Context: an optimization exercise on an open-source flow, tuned for small area, a short achievable clock period and few clock cycles. The choices shown serve that exercise and are no tape-out recipe.
No run shown here included a check of the RTL's function; only the layout flow was run.
Power is estimated from default activity; no workload was simulated.

==> flow/config.mk <==
export PLATFORM = sky130hd
export DESIGN_NAME = ex_stage
export DESIGN_NICKNAME = ex_stage
export VERILOG_FILES = /design/flow/design.v
export SDC_FILE = /design/flow/constraint.sdc
export NUM_CORES = 4
export LEC_CHECK = 0
export ABC_AREA = 1
export CAP_MARGIN = 20
export CORE_MARGIN = 2
export CORE_UTILIZATION = 40
export SLEW_MARGIN = 20
==> flow/constraint.sdc <==
create_clock -name core_clock -period 95.0 [get_ports {clk}]
set_input_delay 19.0000 -clock core_clock [delete_from_list [all_inputs] [get_ports {clk}]]
set_output_delay 19.0000 -clock core_clock [all_outputs]
set_load 0.01 [all_outputs]
==> flow/design.v <==
package ex_pkg;
  localparam int WIDTH_DEFAULT = 32;
  localparam logic [4:0] OP_SLL   = 5'b00000;
  localparam logic [4:0] OP_SRL   = 5'b00001;
  localparam logic [4:0] OP_SRA   = 5'b00010;
  localparam logic [4:0] OP_ROR   = 5'b00011;
  localparam logic [4:0] OP_SLLV  = 5'b00100;
  localparam logic [4:0] OP_SRLV  = 5'b00101;
  localparam logic [4:0] OP_SRAV  = 5'b00110;
  localparam logic [4:0] OP_RORV  = 5'b00111;
  localparam logic [4:0] OP_MUL   = 5'b10000;
  localparam logic [4:0] OP_DIVU  = 5'b10001;
  localparam logic [4:0] OP_MULHU = 5'b10010;
  localparam logic [4:0] OP_REMU  = 5'b10011;
  localparam logic [4:0] OP_ADD   = 5'b10110;
  localparam logic [4:0] OP_SUB   = 5'b10111;
  localparam logic [4:0] OP_AND   = 5'b11000;
  localparam logic [4:0] OP_OR    = 5'b11001;
  localparam logic [4:0] OP_XOR   = 5'b11010;
  localparam logic [4:0] OP_NOR   = 5'b11011;
  localparam logic [4:0] OP_SLT   = 5'b11111;
  typedef enum logic [0:0] {
    ST_IDLE   = 1'b0,
    ST_MULDIV = 1'b1
  } state_e;
  function automatic logic is_muldiv(input logic [4:0] op);
    is_muldiv = (op[4:2] == 3'b100);
  endfunction
endpackage
module ex_stage_cmux (
  input  logic        mx,
  input  logic        mo,
  input  logic [31:0] x_v,
  input  logic [31:0] o_v,
  input  logic [31:0] base,
  output logic [31:0] y
);
  always_comb y = mx ? x_v : (mo ? o_v : base);
endmodule
module ex_stage
#(
  parameter int WIDTH      = ex_pkg::WIDTH_DEFAULT,
  parameter int MULDIV_LAT = 4
) (
  input  logic             clk,
  input  logic             rst,
  input  logic             flush,
  input  logic             in_valid,
  output logic             in_ready,
  input  logic [4:0]       in_op,
  input  logic [4:0]       in_shamt,
  input  logic [4:0]       in_rd,
  input  logic [4:0]       in_rs_a,
  input  logic [4:0]       in_rs_b,
  input  logic [WIDTH-1:0] in_a,
  input  logic [WIDTH-1:0] in_b,
  input  logic             in_wen,
  output logic             out_valid,
  input  logic             out_ready,
  output logic [WIDTH-1:0] out_result,
  output logic [4:0]       out_rd,
  output logic             out_wen,
  output logic             out_zf,
  output logic             out_of,
  output logic             out_illegal
);
  localparam int M  = 4;           
  localparam int NM = 32 / M;      
  logic        iready_q, xload_q;
  logic        xvalid_q;
  logic [31:0] xa_q, xb_q;
  logic [4:0]  xop_q, xrd_q;
  logic        xwen_q;
  logic        ovalid_q;
  logic [31:0] ores_q;
  logic [4:0]  ord_q;
  logic        owen_q, ozf_q, oof_q, oill_q;
  logic        rvalid_q;
  logic [31:0] r2_q;
  logic [4:0]  rrd_q;
  logic        rwen_q, rof_q, rill_q;
  logic        mdrun_q, align_q;
  logic [4:0]  cnt_q;
  logic [2:0]  mamt_q;            
  function automatic logic [32:0] rca32(input logic [31:0] a, input logic [31:0] b,
                                        input logic ci);
    logic [32:0] c;
    c[0] = ci;
    for (int i = 0; i < 32; i++) begin
      rca32[i] = a[i] ^ b[i] ^ c[i];
      c[i+1]   = (a[i] & b[i]) | (c[i] & (a[i] ^ b[i]));
    end
    rca32[32] = c[32];
  endfunction
  function automatic logic [5:0] lzc32(input logic [31:0] x);
    lzc32 = 6'd32;
    for (int i = 0; i < 32; i++) begin
      if (x[i]) lzc32 = 6'(31 - i);
    end
  endfunction
  function automatic logic [31:0] funnel(input logic [31:0] hi, input logic [31:0] lo,
                                         input logic [4:0] amt);
    logic [62:0] s0;
    logic [46:0] s1;
    logic [38:0] s2;
    logic [34:0] s3;
    logic [32:0] s4;
    s0 = {hi[30:0], lo};
    s1 = amt[4] ? s0[62:16] : s0[46:0];
    s2 = amt[3] ? s1[46:8]  : s1[38:0];
    s3 = amt[2] ? s2[38:4]  : s2[34:0];
    s4 = amt[1] ? s3[34:2]  : s3[32:0];
    funnel = amt[0] ? s4[32:1] : s4[31:0];
  endfunction
  logic x_md, x_div, x_mul, x_hi, x_shift, x_addsub, x_logic, x_slt, x_ill;
  always_comb begin
    x_md     = (xop_q[4:2] == 3'b100);
    x_div    = x_md & xop_q[0];
    x_mul    = x_md & ~xop_q[0];
    x_hi     = xop_q[1];               
    x_shift  = (xop_q[4:3] == 2'b00);
    x_addsub = (xop_q[4:1] == 4'b1011);
    x_logic  = (xop_q[4:2] == 3'b110);
    x_slt    = (xop_q == 5'b11111);
    x_ill    = ~(x_shift | x_md | x_addsub | x_logic | x_slt);
  end
  logic ofree, md_go, md_start, md_sw, md_iter, md_fin, xfire;
  always_comb begin
    ofree    = ~ovalid_q | out_ready;
    md_go    = xvalid_q & x_md & ~mdrun_q & ~rvalid_q;
    md_iter  = mdrun_q & ~align_q;
  end
  logic [5:0] clza, clzb;
  always_comb begin
    clza = lzc32(xa_q);
    clzb = lzc32(xb_q);
  end
  logic       bzero, dneg;
  logic [6:0] sdiff;
  logic [5:0] blen, alen;
  logic [3:0] mdig, adig;       
  logic       mswap;
  always_comb begin
    bzero = clzb[5];
    sdiff = {1'b0, clzb} - {1'b0, clza};
    dneg  = sdiff[6];
    blen  = 6'd32 - clzb;
    mdig  = 4'((blen + 6'(M - 1)) / M);
    if (mdig == 4'd0) mdig = 4'd1;
    alen  = 6'd32 - clza;
    adig  = 4'((alen + 6'(M - 1)) / M);
    if (adig == 4'd0) adig = 4'd1;
    mswap = x_mul & (5'(adig) + 5'd2 <= 5'(mdig));
    md_sw    = md_go & mswap;
    md_start = md_go & ~mswap;
  end
  logic [31:0] f_hi, f_lo, sh_y;
  logic [4:0]  f_amt;
  always_comb sh_y = funnel(f_hi, f_lo, f_amt);
  always_comb begin
    if (align_q) begin
      f_hi  = x_hi ? 32'd0 : r2_q;
      f_lo  = x_hi ? r2_q  : xb_q;
      f_amt = {mamt_q, 2'b00};
    end else if (x_md | (xop_q[1:0] == 2'b00)) begin
      f_hi  = {1'b0, xb_q[31:1]};
      f_lo  = {xb_q[0], 31'd0};
      f_amt = ~(x_md ? sdiff[4:0] : xa_q[4:0]);
    end else begin
      f_amt = xa_q[4:0];
      f_lo  = xb_q;
      case (xop_q[1:0])
        2'b01:   f_hi = 32'd0;
        2'b10:   f_hi = {32{xb_q[31]}};
        default: f_hi = xb_q;
      endcase
    end
  end
  logic [31:0]   mhi;
  logic [31:0]   mrow_in [M];
  logic [31:0]   mrow_s  [M];
  logic [M-1:0]  mrow_c;
  logic [31+M:0] msum;
  logic [31:0]   mhi_n, mlo_n;
  always_comb begin
    mhi = r2_q;                  
    mrow_in[0] = mhi;
    for (int j = 1; j < M; j++) mrow_in[j] = {mrow_c[j-1], mrow_s[j-1][31:1]};
  end
  always_comb begin
    for (int j = 0; j < M; j++) {mrow_c[j], mrow_s[j]} = rca32(mrow_in[j], xa_q & {32{xb_q[j]}}, 1'b0);
  end
  always_comb begin
    msum[31+M:M-1] = {mrow_c[M-1], mrow_s[M-1]};
    for (int j = 0; j < M - 1; j++) msum[j] = mrow_s[j][0];
    mhi_n = msum[31+M:M];
    mlo_n = {msum[M-1:0], xb_q[31:M]};
  end
  logic [31:0] add_bx, sum;
  logic        sub, cout, ovf, slt;
  always_comb begin
    sub    = x_div | xop_q[0];
    add_bx = xb_q ^ {32{sub}};
  end
  always_comb {cout, sum} = rca32(xa_q, add_bx, sub);
  always_comb begin
    ovf = (xa_q[31] == add_bx[31]) & (sum[31] != xa_q[31]);
    slt = (xa_q[31] != xb_q[31]) ? xa_q[31] : sum[31];
  end
  logic [31:0] dr_n, dq_n;
  always_comb begin
    dr_n = cout ? sum : xa_q;
    dq_n = {(md_start ? {31{bzero}} : r2_q[30:0]), cout};
  end
  logic [31:0] xres, mdres;
  logic        xres_of;
  always_comb begin
    if (x_div) begin
      mdres = x_hi ? dr_n : dq_n;
    end else begin
      mdres = sh_y;
    end
    xres    = 32'd0;
    xres_of = 1'b0;
    if (x_md) xres = mdres;
    else if (x_shift) xres = sh_y;
    else if (x_addsub) begin
      xres    = sum;
      xres_of = ovf;
    end else if (x_logic) begin
      case (xop_q[1:0])
        2'b00:   xres = xa_q & xb_q;
        2'b01:   xres = xa_q | xb_q;
        2'b10:   xres = xa_q ^ xb_q;
        default: xres = ~(xa_q | xb_q);
      endcase
    end else if (x_slt) xres = {31'd0, slt};
  end
  logic md_next_al;
  always_comb begin
    md_next_al = 1'b0;
    if (md_start) begin
      md_fin     = x_div & (bzero | dneg);
      md_next_al = x_mul & (mdig == 4'd1);
    end else if (align_q) begin
      md_fin = 1'b1;
    end else begin
      md_fin     = (cnt_q == 5'd1) & x_div;
      md_next_al = (cnt_q == 5'd1) & x_mul;
    end
    xfire = xvalid_q & (x_md ? ((md_start | mdrun_q) & md_fin) : ~rvalid_q);
  end
  logic x_byp, o_byp, in_imsh;
  logic ma_x, ma_o, mb_x, mb_o;
  logic [31:0] base_a, base_b, md_a, md_b, cap_a, cap_b;
  logic        en_a, en_b;
  always_comb begin
    in_imsh = (in_op[4:2] == 3'b000);
    x_byp = xload_q & xvalid_q & xwen_q & ~x_ill & (xrd_q != 5'd0);
    o_byp = xload_q & ovalid_q & owen_q & (ord_q != 5'd0);
    ma_x  = x_byp & (in_rs_a == xrd_q) & ~in_imsh;
    ma_o  = o_byp & (in_rs_a == ord_q) & ~in_imsh;
    mb_x  = x_byp & (in_rs_b == xrd_q);
    mb_o  = o_byp & (in_rs_b == ord_q);
    md_a = xa_q;
    md_b = xb_q;
    en_a = 1'b0;
    en_b = 1'b0;
    if (x_div & (md_start | md_iter)) begin
      md_a = sum;
      en_a = cout & md_iter;
      md_b = md_start ? sh_y : {1'b0, xb_q[31:1]};
      en_b = 1'b1;
    end else if (md_sw) begin
      md_a = xb_q;
      md_b = xa_q;
      en_a = 1'b1;
      en_b = 1'b1;
    end else if (x_mul & (md_start | md_iter)) begin
      md_b = mlo_n;
      en_b = 1'b1;
    end
    base_a = xload_q ? {in_a[31:5], (in_imsh ? in_shamt : in_a[4:0])} : md_a;
    base_b = xload_q ? in_b : md_b;
  end
  ex_stage_cmux u_cap_a (.mx(ma_x), .mo(ma_o), .x_v(xres), .o_v(ores_q), .base(base_a), .y(cap_a));
  ex_stage_cmux u_cap_b (.mx(mb_x), .mo(mb_o), .x_v(xres), .o_v(ores_q), .base(base_b), .y(cap_b));
  logic        acc, held, mdrun_n, align_n, rvalid_n, ovalid_n, iready_n;
  logic [4:0]  cnt_n;
  logic [31:0] o_val;
  always_comb begin
    acc  = iready_q & in_valid;
    held = xvalid_q & ~xfire;            
    mdrun_n = mdrun_q;
    align_n = 1'b0;
    cnt_n   = cnt_q;
    if (md_start) begin
      mdrun_n = ~md_fin;
      align_n = md_next_al;
      cnt_n   = x_div ? 5'(sdiff[4:0] + 5'd1) : 5'(mdig - 4'd1);
    end else if (mdrun_q) begin
      mdrun_n = ~md_fin;
      align_n = md_next_al;
      cnt_n   = cnt_q - 5'd1;
    end
    rvalid_n = ~ofree & (rvalid_q | xfire);
    ovalid_n = ~ofree | rvalid_q | xfire;
    if (acc)
      iready_n = (in_op[4:2] != 3'b100) & ~rvalid_n;
    else if (held)
      iready_n = x_md ? (align_n | (mdrun_n & (cnt_n == 5'd1) & x_div))
                      : ~rvalid_n;
    else
      iready_n = ~rvalid_n;
    o_val = rvalid_q ? r2_q : xres;
    if (flush | rst) begin
      mdrun_n  = 1'b0;
      align_n  = 1'b0;
      rvalid_n = 1'b0;
      ovalid_n = 1'b0;
      iready_n = 1'b1;
    end
  end
  always_ff @(posedge clk) begin
    xvalid_q <= ~(flush | rst) & (acc | held);
    mdrun_q  <= mdrun_n;
    align_q  <= align_n;
    rvalid_q <= rvalid_n;
    ovalid_q <= ovalid_n;
    iready_q <= iready_n;
    xload_q  <= iready_n | ~(~(flush | rst) & (acc | held));
    cnt_q    <= cnt_n;
    if (md_start) begin
      mamt_q <= 3'(NM - int'(mdig));
    end
    if (xload_q | en_a) xa_q <= cap_a;
    if (xload_q | en_b) xb_q <= cap_b;
    if (xload_q) begin
      xop_q  <= in_op;
      xrd_q  <= in_rd;
      xwen_q <= in_wen;
    end
    if (~rvalid_q | ofree) begin
      if ((md_start | md_iter) & ~md_fin) begin
        r2_q <= x_div ? (md_start ? r2_q : dq_n) : mhi_n;
      end else if (xfire & ~ofree) begin
        r2_q   <= xres;
        rrd_q  <= xrd_q;
        rwen_q <= xwen_q & ~x_ill;
        rof_q  <= xres_of;
        rill_q <= x_ill;
      end else begin
        r2_q <= 32'd0;
      end
    end
    if (ofree) begin
      ores_q <= o_val;
      ozf_q  <= (o_val == 32'd0);
      if (rvalid_q) begin
        ord_q  <= rrd_q;
        owen_q <= rwen_q;
        oof_q  <= rof_q;
        oill_q <= rill_q;
      end else begin
        ord_q  <= xrd_q;
        owen_q <= xwen_q & ~x_ill;
        oof_q  <= xres_of;
        oill_q <= x_ill;
      end
    end
  end
  assign in_ready    = iready_q;
  assign out_valid   = ovalid_q;
  assign out_result  = ores_q;
  assign out_rd      = ord_q;
  assign out_wen     = owen_q;
  assign out_zf      = ozf_q;
  assign out_of      = oof_q;
  assign out_illegal = oill_q;
endmodule
==> flow/flow/run.sh <==
#!/bin/bash
# Layout: the standard ORFS flow (standard.sh) with two changes:
#  - technology mapping uses an area-oriented ABC script (flow/abc.script)
#    in place of ORFS's abc_speed/abc_area scripts; everything else in
#    synthesis is ORFS's and the standard flow's own script, so the registers are the
#    standard synthesis's;
#  - ports are buffered with buf_2 cells.
# Each step's full output goes to a log file of its own in this folder.
set -euo pipefail
here=$(pwd)
rm -rf "$here/orfs_scripts"
cp -r "$FLOW_HOME/scripts" "$here/orfs_scripts"
cp "$here/flow/abc.script" "$here/orfs_scripts/abc_speed.script"
cp "$here/flow/abc.script" "$here/orfs_scripts/abc_area.script"
export SCRIPTS_DIR="$here/orfs_scripts"
export BUFFER_PORTS_ARGS="-buffer_cell sky130_fd_sc_hd__buf_2"
bash standard.sh synth > "$here/synth.log" 2>&1
bash standard.sh > "$here/layout.log" 2>&1
==> flow/flow/abc.script <==
strash
&get -n
&st
&deepsyn -T 30
&dch
&nf
&put
buffer -c
topo
stime -c
upsize -c
dnsize -c
==> flow/standard.sh <==
#!/bin/bash
# synth_recipe.tcl (not shown) runs the flow's synth.tcl, then flattens the netlist and writes it again
# the make line also repeats each setting of config.mk as NAME=value (left out here)
make -C /OpenROAD-flow-scripts/flow DESIGN_CONFIG=/design/flow/config.mk WORK_HOME=/design/flow/orfs CLKGATE_MAP_FILE= SYNTH_SCRIPT=/design/flow/synth_recipe.tcl "${@:-finish}"
==> flow_metrics.tcl, run 1 <==
set metrics [dict create \
    status "no timing/DRC/antenna violations" \
    cts_tree "yes" \
    io_buffers 137 \
    power_w 0.000363 \
    start_util_pct 40.5 \
    wire_per_inst_um 33.7 \
    routed-wl-met3_um 14800 \
    yosys.area.top_type_share_pct 23.6 \
    hold_class "reg -> reg" \
    place_congestion 1.01 \
    grt_overflow 0 \
    dpl.hpwl_um 72700 \
    setup_tns_ns 0 \
    cts_resized 0 \
    grt_max_degree 51 \
    path_max_fanout 15 \
    p_per_area_nw_per_um2 16.3 \
    required_ns 95.23 \
    fmax_mhz 46.1 \
    final_max_slew_viol_count 0 \
    wirelength_um 103000 \
    seq_area_frac_synth_pct 24.8 \
    grt_pass1_vias 20700 \
    start_kind "primary input" \
    synth_top_cell_by_area "edfxtp_1" \
    yosysWarnings 4 \
    synth_area_sq_um 20300 \
    tightest_slew_ns 1.26 \
    crit_path_end "xa_q[21]$_DFFE_PP_" \
    path_class "in -> reg" \
    synth-edff-count 159 \
    drc 0 \
    die_y_um 229 \
    antenna_found_initial 6 \
    dr.max_layer_used "met5" \
    pwr-share-comb_pct 48.1 \
    final_cell_mix "269 x nor2_1, 214 x nand2_1, 191 x inv_1" \
    syn_area_per_cell_sq_um 8.64 \
    pwr-share-clk_pct 22.0 \
    p_seq_share_pct 29.9 \
    synthCells 2345 \
    worstPathArrival_ns 21.92 \
    cts_buffer_depth 2 \
    fin_nets 2714 \
    layout-drive-gt1-share_pct 12.8 \
    worst_r2r_path_depth 46 \
    cp-startpoint "in_op[3]" \
    intPower_w 0.000198 \
    rr_endpoint "r2_q[30]$_DFFE_PP_" \
    peakVddDrop_v 0.0000142 \
    die_x_um 229 \
    ctsHoldBuffers 0 \
    wl_met2_um 43500 \
    synth_cell_type_count 78 \
    fin_crit_sh_pct 22.8 \
    synthTopCellsByArea "edfxtp_1 24%, fa_1 15%, ha_1 5.7%, nor2_1 5.1%, nand2_1 4.0%" \
    grtUsageTotal_pct 38.9 \
    cts_made_buffers 17 \
    drt-initial-drc-count 3180 \
    clk_pin_slew_worst_paths_ns 0.08 \
    drtAntennaViolNets 0 \
    synth_nets 2688 \
    rsz0062_at_grt "false" \
    clk_latency_ns 0.51 \
    fin_skew_ns 0.0275 \
    met1Wirelength_um 38300 \
    core_area_sq_um 50100 \
    htree_levels 4 \
    via_count 21100 \
    hold_violations 0 \
    cts.sinks 171 \
    period_needed_ns 21.69 \
    power.net_switching_w 0.000165 \
    fp-row-count 82 \
    num_io_pins 138 \
    grt_first_pass_wirelength_um 148000 \
    post_cts_buffers 0 \
    max-cap-violations 0 \
    ys_ff_latch 171 \
    async_flop_share_pct 0 \
    p_leak_nw 9.09 \
    drt_first_pass_iters 10 \
    synth_ff_type "edfxtp_1" \
    vias_per_cell 6.91 \
    rr_startpoint "xb_q[0]$_DFFE_PP_" \
    end_kind "flop" \
    setup_viol 0 \
    r2r_slack_ns 75.32 \
    relSlewSlack_pct 15.6 \
    synthToLayoutAreaGrowth_pct 9.80 \
    p_sw_share_pct 45.4 \
    die-area_sq_um 52500 \
    root_buffer "clkbuf_16" \
    final_common_cell "nor2_1" \
]
==> layout make-up <==
type / count / area (sq um)
diodes: 2 / 5.00
fillers: 5101 / 27800
flip-flops and latches: 171 / 5020
repair buffers: 197 / 1140
multi-input cells: 1790 / 13900
well taps: 672 / 841
inverters: 194 / 728
clock inverters: 9 / 76.3
clock buffers: 23 / 553
==> registers in the layout (all words and copies together), names as in the netlist, 3 cells and up <==
signal and flops:
ord_q 5, cnt_q 5, xb_q 32, mamt_q 3
xop_q 5, ores_q 32, rrd_q 5, xa_q 32
r2_q 32, xrd_q 5
==> stage by stage <==
step	utilization [%]	setup slack (ns)	hold slack [ns]	instance area [sq um]	cells
floorplan	-	71.76	0.488	20300	2345
global route	44.4	73.24	0.566	22200	3056
detailed placement	43.2	72.90	0.529	21600	3024
CTS	44.4	73.41	0.535	22200	3056
global placement	43.2	72.95	0.508	21600	3024
finish	44.4	73.31	0.531	22200	3058
==> logic make-up after synthesis <==
kind of cell	after synthesis	share of synthesized area, %
DFF	171	24.8
buffers and inverters	384	7.28
xor gates and xnor gates	64	2.77
muxes	102	5.34
AOI/OAI and AO/OA	722	24.8
and+or+nand+nor	654	13.9
adders and majority gates	248	21.1
==> worst max-delay path, stage by stage <==
cell and delay [ns]:
buf_2 0.11, nor3_1 0.84, nand2b_1 0.24, or3_1 0.13, buf_4 0.30, nand2_1 0.60
o221ai_1 0.42, a21oi_1 0.06, o21ai_0 0.08, o21ai_0 0.12
==> synthesized netlist by cell type, types with 38 or more instances <==
master / n
nor2_1: 274
nand2_1: 215
edfxtp_1: 159
a211oi_1: 38
nor3_1: 53
clkbuf_1: 163
a221oi_1: 70
inv_1: 191
o22ai_1: 89
ha_1: 92
fa_1: 156
o21ai_0: 120
mux2i_1: 61
xnor2_1: 45
o221ai_1: 51
a21oi_1: 131
==> power by group through the flow <==
stage | registers, W | clock network [W] | logic, W
floorplan | 0.000101 | 0 | 0.000111
global placement | 0.000109 | 0 | 0.000168
detailed placement | 0.000109 | 0 | 0.000169
CTS | 0.000107 | 0.0000793 | 0.000171
global route | 0.000109 | 0.0000824 | 0.000189
finish | 0.000109 | 0.0000798 | 0.000175
==> routing by layer <==
layer / GRT usage [%] / vias up
li1: - / 8621
met1: 50.6 / 10200
met2: 57.5 / 1917
met3: 13.2 / 403
met4: 19.8 / 4
met5: 0 / -
==> worst min path at each step <==
| stage | startpoint | endpoint | slack [ns] | cells past startpoint |
|---|---|---|---|---|
| 2_1_floorplan | cnt_q[2]$_DFF_P_ | cnt_q[2]$_DFF_P_ | 0.49 | 1 |
| 3_3_place_gp | rwen_q$_DFFE_PP_ | owen_q$_DFFE_PP_ | 0.51 | 2 |
| 3_5_place_dp | rill_q$_DFFE_PP_ | oill_q$_DFFE_PP_ | 0.53 | 2 |
| 4_1_cts | rill_q$_DFFE_PP_ | oill_q$_DFFE_PP_ | 0.53 | 2 |
| 5_1_grt | rill_q$_DFFE_PP_ | oill_q$_DFFE_PP_ | 0.57 | 2 |
| 6_report | rill_q$_DFFE_PP_ | oill_q$_DFFE_PP_ | 0.53 | 2 |
==> inputs of run 2 (changes only) <==
--- a/flow/design.v
+++ b/flow/design.v
@@ -28,14 +28,4 @@
   endfunction
 endpackage
-module ex_stage_cmux (
-  input  logic        mx,
-  input  logic        mo,
-  input  logic [31:0] x_v,
-  input  logic [31:0] o_v,
-  input  logic [31:0] base,
-  output logic [31:0] y
-);
-  always_comb y = mx ? x_v : (mo ? o_v : base);
-endmodule
 module ex_stage
 #(
@@ -70,5 +60,5 @@
   logic        xvalid_q;
   logic [31:0] xa_q, xb_q;
-  logic [4:0]  xop_q, xrd_q;
+  logic [4:0]  xop_q, xrd_q, xsh_q;
   logic        xwen_q;
   logic        ovalid_q;
@@ -156,5 +146,6 @@
   end
   logic [31:0] f_hi, f_lo, sh_y;
-  logic [4:0]  f_amt;
+  logic [4:0]  f_amt, sh_s;
+  always_comb sh_s = xop_q[2] ? xa_q[4:0] : xsh_q;    
   always_comb sh_y = funnel(f_hi, f_lo, f_amt);
   always_comb begin
@@ -166,7 +157,7 @@
       f_hi  = {1'b0, xb_q[31:1]};
       f_lo  = {xb_q[0], 31'd0};
-      f_amt = ~(x_md ? sdiff[4:0] : xa_q[4:0]);
+      f_amt = ~(x_md ? sdiff[4:0] : sh_s);
     end else begin
-      f_amt = xa_q[4:0];
+      f_amt = sh_s;
       f_lo  = xb_q;
       case (xop_q[1:0])
@@ -251,14 +242,13 @@
     xfire = xvalid_q & (x_md ? ((md_start | mdrun_q) & md_fin) : ~rvalid_q);
   end
-  logic x_byp, o_byp, in_imsh;
+  logic x_byp, o_byp;
   logic ma_x, ma_o, mb_x, mb_o;
   logic [31:0] base_a, base_b, md_a, md_b, cap_a, cap_b;
   logic        en_a, en_b;
   always_comb begin
-    in_imsh = (in_op[4:2] == 3'b000);
     x_byp = xload_q & xvalid_q & xwen_q & ~x_ill & (xrd_q != 5'd0);
-    o_byp = xload_q & ovalid_q & owen_q & (ord_q != 5'd0);
-    ma_x  = x_byp & (in_rs_a == xrd_q) & ~in_imsh;
-    ma_o  = o_byp & (in_rs_a == ord_q) & ~in_imsh;
+    o_byp = xload_q & ovalid_q & owen_q & (ord_q != 5'd0) & ~(x_byp & (xrd_q == ord_q));
+    ma_x  = x_byp & (in_rs_a == xrd_q);
+    ma_o  = o_byp & (in_rs_a == ord_q);
     mb_x  = x_byp & (in_rs_b == xrd_q);
     mb_o  = o_byp & (in_rs_b == ord_q);
@@ -281,9 +271,11 @@
       en_b = 1'b1;
     end
-    base_a = xload_q ? {in_a[31:5], (in_imsh ? in_shamt : in_a[4:0])} : md_a;
+    base_a = xload_q ? in_a : md_a;
     base_b = xload_q ? in_b : md_b;
   end
-  ex_stage_cmux u_cap_a (.mx(ma_x), .mo(ma_o), .x_v(xres), .o_v(ores_q), .base(base_a), .y(cap_a));
-  ex_stage_cmux u_cap_b (.mx(mb_x), .mo(mb_o), .x_v(xres), .o_v(ores_q), .base(base_b), .y(cap_b));
+  always_comb begin
+    cap_a = ({32{ma_x}} & xres) | ({32{ma_o}} & ores_q) | ({32{~(ma_x | ma_o)}} & base_a);
+    cap_b = ({32{mb_x}} & xres) | ({32{mb_o}} & ores_q) | ({32{~(mb_x | mb_o)}} & base_b);
+  end
   logic        acc, held, mdrun_n, align_n, rvalid_n, ovalid_n, iready_n;
   logic [4:0]  cnt_n;
@@ -337,4 +329,5 @@
     if (xload_q | en_b) xb_q <= cap_b;
     if (xload_q) begin
+      xsh_q  <= in_shamt;
       xop_q  <= in_op;
       xrd_q  <= in_rd;
==> flow_metrics.tcl, run 2 <==
set metrics [dict create \
    crit_top_cell "buf_4" \
    via_count 21500 \
    die_x_um 232 \
    clk_pin_slew_worst_paths_ns 0.08 \
    grt_first_pass_wirelength_um 143000 \
    regArea_sq_um 5170 \
    synthToLayoutAreaGrowth_pct 10.2 \
    dpl.hpwl_um 69900 \
    io_buffers 137 \
    post_cts_buffers 0 \
    final_area_sq_um 22900 \
    worstPathArrival_ns 21.92 \
    hold_violations 0 \
    dp_slack_ns 72.85 \
    post_dp_cell_area_sq_um 22300 \
    hold_class "reg -> reg" \
    fin_crit_sh_pct 22.8 \
    rr_endpoint "r2_q[30]$_DFFE_PP_" \
    drc 0 \
    utilization_pct 44.6 \
    core_area_sq_um 51400 \
    setup_tns_ns 0 \
    synth_area_sq_um 20800 \
    r2r_slack_ns 75.88 \
    period_needed_ns 21.68 \
    grt_overflow 0 \
    final_common_cell "nand2_1" \
    start_util_pct 40.5 \
    setup_ws_ns 73.32 \
    die_y_um 232 \
    fin_skew_ns 0.0171 \
    num_io_pins 138 \
    antenna_found_initial 2 \
    setup_viol 0 \
    end_kind "flop" \
    place_congestion 1.01 \
    cts.sinks 176 \
    wirelength_um 98500 \
    grt_max_degree 60 \
    final_max_slew_viol_count 0 \
    yosys-top-cells-count "311 x nand2_1, 203 x inv_1, 197 x nor2_1" \
    power_w 0.000347 \
    vias_per_cell 6.95 \
    htree_levels 4 \
    clk_latency_ns 0.51 \
    synthTopCellsByArea "edfxtp_1 24%, fa_1 15%, nand2_1 5.6%, ha_1 5.5%, a222oi_1 5.2%" \
    p_leak_nw 9.17 \
    fillCellCount 5096 \
    slowest_stage "or4_1" \
    synth_nets 2717 \
    worst_r2r_path_depth 44 \
    peakVddDrop_v 0.0000150 \
    path_cells "buf_2, xor2_1, or4_1, buf_4, inv_1, nor2_1, and2_1, buf_4, a222oi_1, nand2_1, a221oi_1, o211ai_1" \
    required_ns 95.24 \
    wire_per_inst_um 31.8 \
    fmax_mhz 46.1 \
    yosysWarnings 3 \
    async_flop_share_pct 0 \
    cts_tree "yes" \
    relSlewSlack_pct 23.5 \
    seq_area_frac_synth_pct 24.8 \
    synth_cell_type_count 83 \
    status "no timing/DRC/antenna violations" \
    hold-path-cell-count 2 \
    synth_ff_type "edfxtp_1" \
    max-cap-violations 0 \
    final_cell_mix "311 x nand2_1, 202 x inv_1, 190 x nor2_1" \
    die-area_sq_um 53900 \
    cts_made_buffers 17 \
    ys_ff_latch 176 \
    tightest_slew_ns 1.14 \
    hold_path_end "cnt_q[0]$_DFF_P_" \
    hold_path_startpoint "cnt_q[0]$_DFF_P_" \
    p_per_area_nw_per_um2 15.1 \
    rr_startpoint "xb_q[0]$_DFFE_PP_" \
    synth-edff-count 164 \
    layout-drive-gt1-share_pct 14.3 \
    path_max_fanout 30 \
    cts_buffer_depth 2 \
    drt-initial-drc-count 3952 \
    cts_resized 0 \
    yosys.area.top_type_share_pct 23.7 \
    start_kind "primary input" \
    fin_nets 2743 \
    ctsHoldBuffers 0 \
    grt_pass1_vias 21100 \
    rsz0062_at_grt "false" \
    drt_first_pass_iters 11 \
    path_class "in -> reg" \
    max_stage_delay_ns 0.55 \
    synthMostInstantiatedCell "nand2_1" \
    drtAntennaViolNets 0 \
    synth_top_cell_by_area "edfxtp_1" \
    synthCells 2374 \
    multiInputGateArea_sq_um 14200 \
    grtUsageTotal_pct 36.4 \
    root_buffer "clkbuf_16" \
    fp-row-count 83 \
    syn_area_per_cell_sq_um 8.76 \
]
[run 2: cell count changes after synthesis, moves of 19 or more]
cell and change:
a222oi_1 +105, nand2_1 +96, o22ai_1 -81, nor2_1 -77, nand3_1 +32, o2111ai_1 +29
xor2_1 +27, a21oi_1 -25, xnor2_1 -25, a221o_1 -23, o21ai_0 -22, a221oi_1 -21
nor3_1 -19
[run 2: how the worst max path moves through the flow]
stage	cells past startpoint	slack (ns)	end	from
floorplan	2	73.09	r2_q[0]$_DFFE_PP_	out_ready
global placement	13	73.01	xb_q[15]$_DFFE_PP_	in_rs_b[2]
detailed placement	12	72.85	xb_q[15]$_DFFE_PP_	in_rs_b[0]
CTS	12	73.41	xb_q[15]$_DFFE_PP_	in_rs_b[0]
global route	13	73.21	xb_q[15]$_DFFE_PP_	in_rs_b[3]
finish	12	73.32	xb_q[15]$_DFFE_PP_	in_rs_b[0]
[run 2: area by class of cell]
type,instances,area share (%)
Inverter,205,3.36
Sequential cell,176,22.5
Tap cell,680,3.71
Timing Repair Buffer,219,5.84
Antenna cell,1,0.0109
Clock buffer,21,2.10
Clock inverter,11,0.377
Multi-Input combinational cell,1781,62.1
[run 2: cell families (layout without fill, tap and decap cells)]
| group | count (synthesis) | in the layout | synth area share [%] |
|---|---|---|---|
| simple gates | 699 | 699 | 14.6 |
| compound gates | 677 | 677 | 25.0 |
| flops | 176 | 176 | 24.8 |
| buf+inv | 417 | 456 | 7.72 |
| fa+ha+maj | 248 | 248 | 20.5 |
| mux | 91 | 91 | 4.59 |
| xor+xnor | 66 | 66 | 2.78 |
| other cells | 0 | 1 | 0 |
[run 2: per-stage QoR]
| step | instances | hold slack [ns] |
|---|---|---|
| 2_1_floorplan | 2374 | 0.465 |
| 3_3_place_gp | 3058 | 0.490 |
| 3_5_place_dp | 3058 | 0.497 |
| 4_1_cts | 3090 | 0.509 |
| 5_1_grt | 3093 | 0.542 |
| 6_report | 3094 | 0.510 |
[run 2: worst max-delay path, delay by kind of cell]
kind	cells	cell delay [ns]
and+or+nand+nor	4	1.16
AOI/OAI and AO/OA	3	0.73
xor gates and xnor gates	1	0.13
buffers and inverters	4	0.86
[run 2: per-layer routing]
layer | routed length, um | global-route usage (%) | up-vias | share of wire (%)
met1 | 37800 | 47.6 | 10600 | 38
li1 | - | - | 8877 | -
met2 | 43300 | 55.2 | 1726 | 44
met3 | 12200 | 10.2 | 331 | 12
met5 | 0 | 0 | - | 0
met4 | 5220 | 18.2 | 0 | 5.3
[run 2: power breakdown]
part / total, W / switching (W) / leakage [nW] / internal [W]
combinational: 0.000163 / 0.000101 / 6.97 / 0.0000616
clock: 0.0000738 / 0.0000369 / 0.286 / 0.0000369
sequential: 0.000110 / 0.0000159 / 1.91 / 0.0000940
total: 0.000347 / 0.000154 / 9.17 / 0.000193

## separate check: timing with driven ports
The flow's constraints put no driver on any port. The routed layouts listed below were extracted and timed again, unchanged, in two steps.
Step 1 sets driving cells, clkbuf_16 on the clock port and buf_2 on the other inputs (assumed; they add their load-dependent delay and slew).
Step 2 times the ports against the registers' clock, not the clock port: input delays grow and output delays shrink by t, the midpoint of the rising clock arrivals with the driver on.
Three values: ideal, step 1, step 2; two values: the first two.
run	shift t [ns]	setup WS [ns]	slew at the worst register clock pin (ns)
run 1	0.551	73.312 / 73.348 / 72.797	0.09 / 0.09
run 2	0.558	73.322 / 73.355 / 72.797	0.08 / 0.08
After both steps every run listed still meets setup and hold. The setup slack of run 2, which loses most, moves by +0.033 ns with the drivers and by -0.525 ns with both steps.
